Background: an optimization exercise with open tools, aiming at small area and a short achievable clock period. Do not read the settings as production practice. Function was checked by simulation only, so behaviour that the tests miss may differ from the original. Power and IR drop assume default switching activity.

===== design/flow/config.mk =====
export PLATFORM = sky130hd
export DESIGN_NAME = pixel_burst_fifo
export DESIGN_NICKNAME = pixel_burst_fifo
export VERILOG_FILES = /design/flow/design.v
export SDC_FILE = /design/flow/constraint.sdc
export NUM_CORES = 4
export LEC_CHECK = 0
export CAP_MARGIN = 20
export CORE_MARGIN = 2
export CORE_UTILIZATION = 40
export SLEW_MARGIN = 20

===== design/flow/constraint.sdc =====
create_clock -name core_clock -period 4.5 [get_ports {clk_25}]
set_input_delay 0.9000 -clock core_clock [delete_from_list [all_inputs] [get_ports {clk_25}]]
set_output_delay 0.9000 -clock core_clock [all_outputs]
set_load 0.01 [all_outputs]

===== design/flow/design.v =====
package pixel_pkg;
    localparam int PIX_W = 44;
    localparam int OVF_W = 16;
    localparam int X_LSB = 34;
    localparam int X_MSB = 43;
    localparam int Y_LSB = 24;
    localparam int Y_MSB = 33;
    localparam int R_LSB = 16;
    localparam int R_MSB = 23;
    localparam int G_LSB = 8;
    localparam int G_MSB = 15;
    localparam int B_LSB = 0;
    localparam int B_MSB = 7;
    typedef struct packed {
        logic [9:0] x;
        logic [9:0] y;
        logic [7:0] r;
        logic [7:0] g;
        logic [7:0] b;
    } pixel_t;
    function automatic logic [PIX_W-1:0] pack_pixel(input pixel_t p);
        logic [PIX_W-1:0] w;
        w = '0;
        w[X_MSB:X_LSB] = p.x;
        w[Y_MSB:Y_LSB] = p.y;
        w[R_MSB:R_LSB] = p.r;
        w[G_MSB:G_LSB] = p.g;
        w[B_MSB:B_LSB] = p.b;
        pack_pixel = w;
    endfunction
    function automatic pixel_t unpack_pixel(input logic [PIX_W-1:0] w);
        pixel_t p;
        p.x = w[X_MSB:X_LSB];
        p.y = w[Y_MSB:Y_LSB];
        p.r = w[R_MSB:R_LSB];
        p.g = w[G_MSB:G_LSB];
        p.b = w[B_MSB:B_LSB];
        unpack_pixel = p;
    endfunction
endpackage
module pixel_fifo_ram
#(
    parameter int ADDR_W = 6,
    parameter int DATA_W = pixel_pkg::PIX_W
) (
    input  logic              clk_25,
    input  logic              reset,
    input  logic              wr_en,
    input  logic [ADDR_W-1:0] wr_addr,
    input  logic [DATA_W-1:0] wr_data,
    input  logic              rd_en,
    input  logic [ADDR_W-1:0] rd_addr,
    output logic [DATA_W-1:0] rd_data
);
    localparam int DEPTH = 2 ** ADDR_W;
    logic [DATA_W-1:0] mem [DEPTH];
    logic [DATA_W-1:0] rd_data_d;
    logic [DATA_W-1:0] rd_data_q;
    always_ff @(posedge clk_25) begin
        if (wr_en) begin
            mem[wr_addr] <= wr_data;
        end
    end
    always_comb begin
        rd_data_d = rd_data_q;
        if (rd_en) begin
            rd_data_d = mem[rd_addr];
        end
    end
    always_ff @(posedge clk_25) begin
        if (reset) begin
            rd_data_q <= '0;
        end else begin
            rd_data_q <= rd_data_d;
        end
    end
    assign rd_data = rd_data_q;
endmodule
module pixel_burst_fifo
#(
    parameter int ADDR_W    = 6,
    parameter int BURST_LEN = 8
) (
    input  logic              clk_25,
    input  logic              reset,
    input  logic              wrreq,
    input  logic [9:0]        x_i,
    input  logic [9:0]        y_i,
    input  logic [7:0]        red_i,
    input  logic [7:0]        green_i,
    input  logic [7:0]        blue_i,
    input  logic              rdreq,
    output logic              rd_valid,
    output logic [9:0]        x_o,
    output logic [9:0]        y_o,
    output logic [7:0]        red_o,
    output logic [7:0]        green_o,
    output logic [7:0]        blue_o,
    output logic [ADDR_W:0]   usedw,
    output logic              empty,
    output logic              full,
    output logic              burst_rdy,
    output logic [pixel_pkg::OVF_W-1:0]  ovf_cnt
);
    localparam int DEPTH    = 2 ** ADDR_W;
    localparam int USEDW_W  = ADDR_W + 1;
    function automatic logic [pixel_pkg::OVF_W-1:0] sat_inc(input logic [pixel_pkg::OVF_W-1:0] v);
        sat_inc = (v == {pixel_pkg::OVF_W{1'b1}}) ? v : v + 1'b1;
    endfunction
    logic [ADDR_W-1:0]  wr_ptr_d,   wr_ptr_q;
    logic [ADDR_W-1:0]  rd_ptr_d,   rd_ptr_q;
    logic [USEDW_W-1:0] usedw_d,    usedw_q;
    logic [pixel_pkg::OVF_W-1:0]   ovf_cnt_d,  ovf_cnt_q;
    logic               rd_valid_d, rd_valid_q;
    logic               wr_acc;
    logic               rd_acc;
    logic               wr_ovf;
    logic [pixel_pkg::PIX_W-1:0]   wr_word;
    logic [pixel_pkg::PIX_W-1:0]   rd_word;
    pixel_pkg::pixel_t             wr_pix;
    pixel_pkg::pixel_t             rd_pix;
    assign empty     = (usedw_q == '0);
    assign full      = (usedw_q == USEDW_W'(DEPTH));
    assign burst_rdy = (usedw_q >= USEDW_W'(BURST_LEN));
    assign wr_acc = wrreq & ~full;
    assign rd_acc = rdreq & ~empty;
    assign wr_ovf = wrreq & full;
    assign wr_pix.x = x_i;
    assign wr_pix.y = y_i;
    assign wr_pix.r = red_i;
    assign wr_pix.g = green_i;
    assign wr_pix.b = blue_i;
    assign wr_word  = pixel_pkg::pack_pixel(wr_pix);
    always_comb begin
        wr_ptr_d   = wr_ptr_q;
        rd_ptr_d   = rd_ptr_q;
        ovf_cnt_d  = ovf_cnt_q;
        rd_valid_d = rd_acc;
        usedw_d    = usedw_q + USEDW_W'(wr_acc) - USEDW_W'(rd_acc);
        if (wr_acc) begin
            wr_ptr_d = wr_ptr_q + 1'b1;
        end
        if (rd_acc) begin
            rd_ptr_d = rd_ptr_q + 1'b1;
        end
        if (wr_ovf) begin
            ovf_cnt_d = sat_inc(ovf_cnt_q);
        end
    end
    always_ff @(posedge clk_25) begin
        if (reset) begin
            wr_ptr_q   <= '0;
            rd_ptr_q   <= '0;
            usedw_q    <= '0;
            ovf_cnt_q  <= '0;
            rd_valid_q <= 1'b0;
        end else begin
            wr_ptr_q   <= wr_ptr_d;
            rd_ptr_q   <= rd_ptr_d;
            usedw_q    <= usedw_d;
            ovf_cnt_q  <= ovf_cnt_d;
            rd_valid_q <= rd_valid_d;
        end
    end
    pixel_fifo_ram #(
        .ADDR_W (ADDR_W),
        .DATA_W (pixel_pkg::PIX_W)
    ) u_ram (
        .clk_25  (clk_25),
        .reset   (reset),
        .wr_en   (wr_acc),
        .wr_addr (wr_ptr_q),
        .wr_data (wr_word),
        .rd_en   (rd_acc),
        .rd_addr (rd_ptr_q),
        .rd_data (rd_word)
    );
    assign rd_pix   = pixel_pkg::unpack_pixel(rd_word);
    assign x_o      = rd_pix.x;
    assign y_o      = rd_pix.y;
    assign red_o    = rd_pix.r;
    assign green_o  = rd_pix.g;
    assign blue_o   = rd_pix.b;
    assign rd_valid = rd_valid_q;
    assign usedw    = usedw_q;
    assign ovf_cnt  = ovf_cnt_q;
endmodule

===== design/flow/run.sh =====
#!/bin/bash
# synth_recipe.tcl (not shown) runs the flow's synth.tcl, then flattens the netlist and writes it again
# the make line also repeats each setting of config.mk as NAME=value (left out here)
make -C /OpenROAD-flow-scripts/flow DESIGN_CONFIG=/design/flow/config.mk WORK_HOME=/design/flow/orfs CLKGATE_MAP_FILE= SYNTH_SCRIPT=/design/flow/synth_recipe.tcl finish

==> results.cfg <==
[worst_setup_path]
r2r_cells = 17
cp_top_family = adder cells
crit_type = flip-flop to flip-flop
path_buf_inv = 4
r2r_setup_slack_ns = 1.08
crit_path_start_kind = flip-flop
required_ns = 5.22
crit_chain = inv_1, ha_1, and4bb_2, and2_1, nor2b_1, inv_1, ha_1, inv_1, ha_1, inv_1, fa_1, nand2b_1, a21oi_1, o21ai_0, a21oi_1, or3_1, a21oi_1
critical_path.max_fanout = 4
critical_path_arrival_ns = 4.14
worstReg2RegStart = usedw_q[3]
r2r-end = usedw_q[6]
slowest_stage = fa_1
worst_path_largest_cell_delay_ns = 0.42
cp-end-kind = flip-flop
cpMostUsedCell = inv_1

[global_routing]
grt_pass1_wl_um = 407000
grtUsageMet3_pct = 3.08
track_usage_pct = 20.1
grt_start_max_net_pins = 84
grt.busiest_layer = met2
overflow = 0
use_met1_pct = 28.8
use_met2_pct = 32.1
antenna_found_initial = 24
grt_pass1_vias = 54373

[power_and_ir_drop]
p_seq_share_pct = 47.4
power.density_mw_per_mm2 = 503
p_clk_share_pct = 37.4
switchingPower_mw = 15.9
switching_share_pct = 24.8
power_mw = 64.0
internal_power_mw = 48.1
p_leak_nw = 38.3
combPwrFrac_pct = 15.2
peakVddDrop_v = 0.000312

[synthesis]
ys_seq_elements = 2896
syn-num-nets = 5154
ys_seq_area_share_pct = 77.8
synth_ff_type = edfxtp_1
yosysUniqueCellTypes = 50
syn_area_per_cell_sq_um = 21.8
yosys_warnings = 2
syn_inst = 5089
synthArstFlopShare_pct = 0
synthesis.area_sq_mm = 0.111
synth-edff-count = 2816

[clock_tree]
cts_tree = done
clkLatencyLatePin_ns = 0.86
clk_path_buf_depth = 4
cts.sinks = 2896
post_cts_resized = 0
clk_pin_slew_worst_paths_ns = 0.06
numCtsBuffers = 303
cts_max_level = 5
ctsHoldBuffers = 0
postCtsSetupBuffers = 0
ctsRootBufferMaster = clkbuf_16

[detailed_routing]
viasPerCell = 5.78
drt_first_pass_iters = 7
postRouteAntennaNets = 0
wirelength_um = 286000
wl_per_cell_um = 30.4
drc = 0
drt-initial-drc-count = 6460
vias = 54374

[finish]
utilization_pct = 46.2
nets = 5535
syn_to_final_growth_pct = 15.0
fin_cells = 9411
drive_gt1_share_pct = 25.2

[outcome]
status = no timing/DRC/antenna violations

[die]
core-area_sq_mm = 0.276
io_pins = 119
start_util_pct = 40.1
die_y_um = 530
die_x_um = 530
design.die.area_sq_mm = 0.281
num_rows = 193

[sta]
tightest_slew_ns = 1.13
tns_ns = 0
finalCritPeriodShare_pct = 75.9
grt_setup_unrepaired = false
fmax_ghz = 0.293
maxSlewViolCount = 0
clock_skew_ns = 0.0412
finalSetupViolCount = 0
slew_headroom_pct = 23.8
period_needed_ns = 3.42
finalHoldViolCount = 0

[hold_path]
hold_end = u_ram.mem[30][36]
hold_class = primary input to flip-flop
hold_path_depth = 1
hp-start = x_i[2]

[placement]
io_buffers = 118
dp_hpwl_um = 165000
globalplace.congestion = 0.834
dpl.cell_count = 8870

[job]
maxCapViolCount = 0
-- flip-flops by register name, summed over array words and instances (netlist names) --
name             flops
u_ram.mem         2816
u_ram.rd_data_q     44
ovf_cnt_q           16
usedw_q              7
rd_ptr_q             6
wr_ptr_q             6
rd_valid_q           1
-- power by group through the flow --
stage	sequential [mW]	clock [mW]	combinational [mW]
3_3_place_gp	30.9	0	9.79
5_1_grt	30.3	25.4	10.4
3_5_place_dp	30.9	0	9.83
2_1_floorplan	30.7	0	6.66
6_report	30.3	24.0	9.73
4_1_cts	30.3	24.4	9.86
-- worst register-to-register path: cells and delay by family (launching register included) --
kind | cells | cell delay [ns]
adders and majority gates | 4 | 1.08
and+or+nand+nor | 5 | 0.91
AOI/OAI and AO/OA | 4 | 0.55
DFF | 1 | 0.40
buffers and inverters | 4 | 0.34
-- cells in the mapped netlist (32+ instances only) --
library cell     n  area share [%]
edfxtp_1      2816              76
o211ai_1        49            0.33
o21ai_0         58            0.26
mux4_2         611              12
a22oi_1         67            0.45
nand2_1         77            0.26
buf_4           39            0.26
nor2b_1         71            0.40
a21oi_1        120            0.54
dfxtp_1         80             1.4
buf_2           81            0.37
a221oi_1        53            0.42
mux2_2          32            0.33
a211oi_1        60            0.41
nand3_1         55            0.25
nor2_1         123            0.42
clkbuf_1       110            0.37
mux2i_1        319             2.9
o221ai_1        54            0.43
-- cell type report --
| cell class | count | area, sq um |
|---|---|---|
| repair buffers | 365 | 3570 |
| flip-flops and latches | 2896 | 86200 |
| diodes | 12 | 30.0 |
| clock inverters | 140 | 1240 |
| fillers | 22705 | 149000 |
| multi-input cells | 1886 | 23600 |
| well taps | 3705 | 4640 |
| inverters | 18 | 67.6 |
| clock buffers | 389 | 8140 |
-- layer usage --
layer  vias up  wire [um]
li1      22208          -
met1     29558     121000
met2      2207     137000
met3       393      21200
met4         8       7410
met5         -         46
-- kinds of logic (layout without fill, tap and decap cells) --
logic type,after synthesis,in the layout,share of synthesized area [%]
AOI/OAI and AO/OA,511,511,3.14
xor gates and xnor gates,26,26,0.206
adders and majority gates,17,17,0.199
buffers and inverters,307,912,1.47
DFF,2896,2896,77.8
muxes,962,962,15.6
other,0,12,0
and+or+nand+nor,370,370,1.61
-- worst max-delay path by stage --
| stage | start | to | cells after the start |
|---|---|---|---|
| CTS | usedw_q[4] | burst_rdy | 6 |
| global placement | wrreq | usedw_q[6] | 14 |
| detailed placement | wrreq | usedw_q[6] | 14 |
| finish | usedw_q[3] | usedw_q[6] | 17 |
| global route | usedw_q[3] | usedw_q[6] | 17 |
| floorplan | usedw_q[3] | u_ram.mem[62][0] | 10 |
-- cells in the final DEF, fill, tap and decap left out, types with 74 or more instances in the layout --
master / instances
a21oi_1: 120
buf_4: 206
clkbuf_16: 309
clkdlybuf4s50_1: 74
dfxtp_1: 75
edfxtp_1: 2816
mux2i_1: 319
mux4_2: 611
nand2_1: 77
-- metrics by stage --
stage / hold slack, ns / worst slack, ns / area, sq um
after floorplan: 0.482 / 0.273 / 111000
after global placement: 0.517 / 0.662 / 118000
after detailed placement: 0.532 / 0.819 / 118000
after CTS: 0.286 / 1.04 / 127000
after global routing: 0.335 / 0.862 / 127000
final: 0.357 / 1.08 / 127000

[afterwards: timing with drivers on the ports]
No port has a modelled driver above. Below, the same layout with a new extraction and two added sets of constraints. Step 1 sets driving cells, clkbuf_16 on the clock port and buf_2 on the other inputs (assumed; they add their load-dependent delay and slew). Step 2 times the ports against the registers' clock, not the clock port: input delays grow and output delays shrink by t, the midpoint of the rising clock arrivals with the driver on. Three values: no drivers, after step 1, after step 2; two values: the first two.
shift t [ns]: 0.943
slack for setup (ns): 1.083 / 1.035 / 0.800
hold WS [ns]: 0.357 / 0.307 / 0.537
After both steps this run still meets setup and hold. The setup slack of this run moves by -0.048 ns with the drivers and by -0.283 ns with both steps.
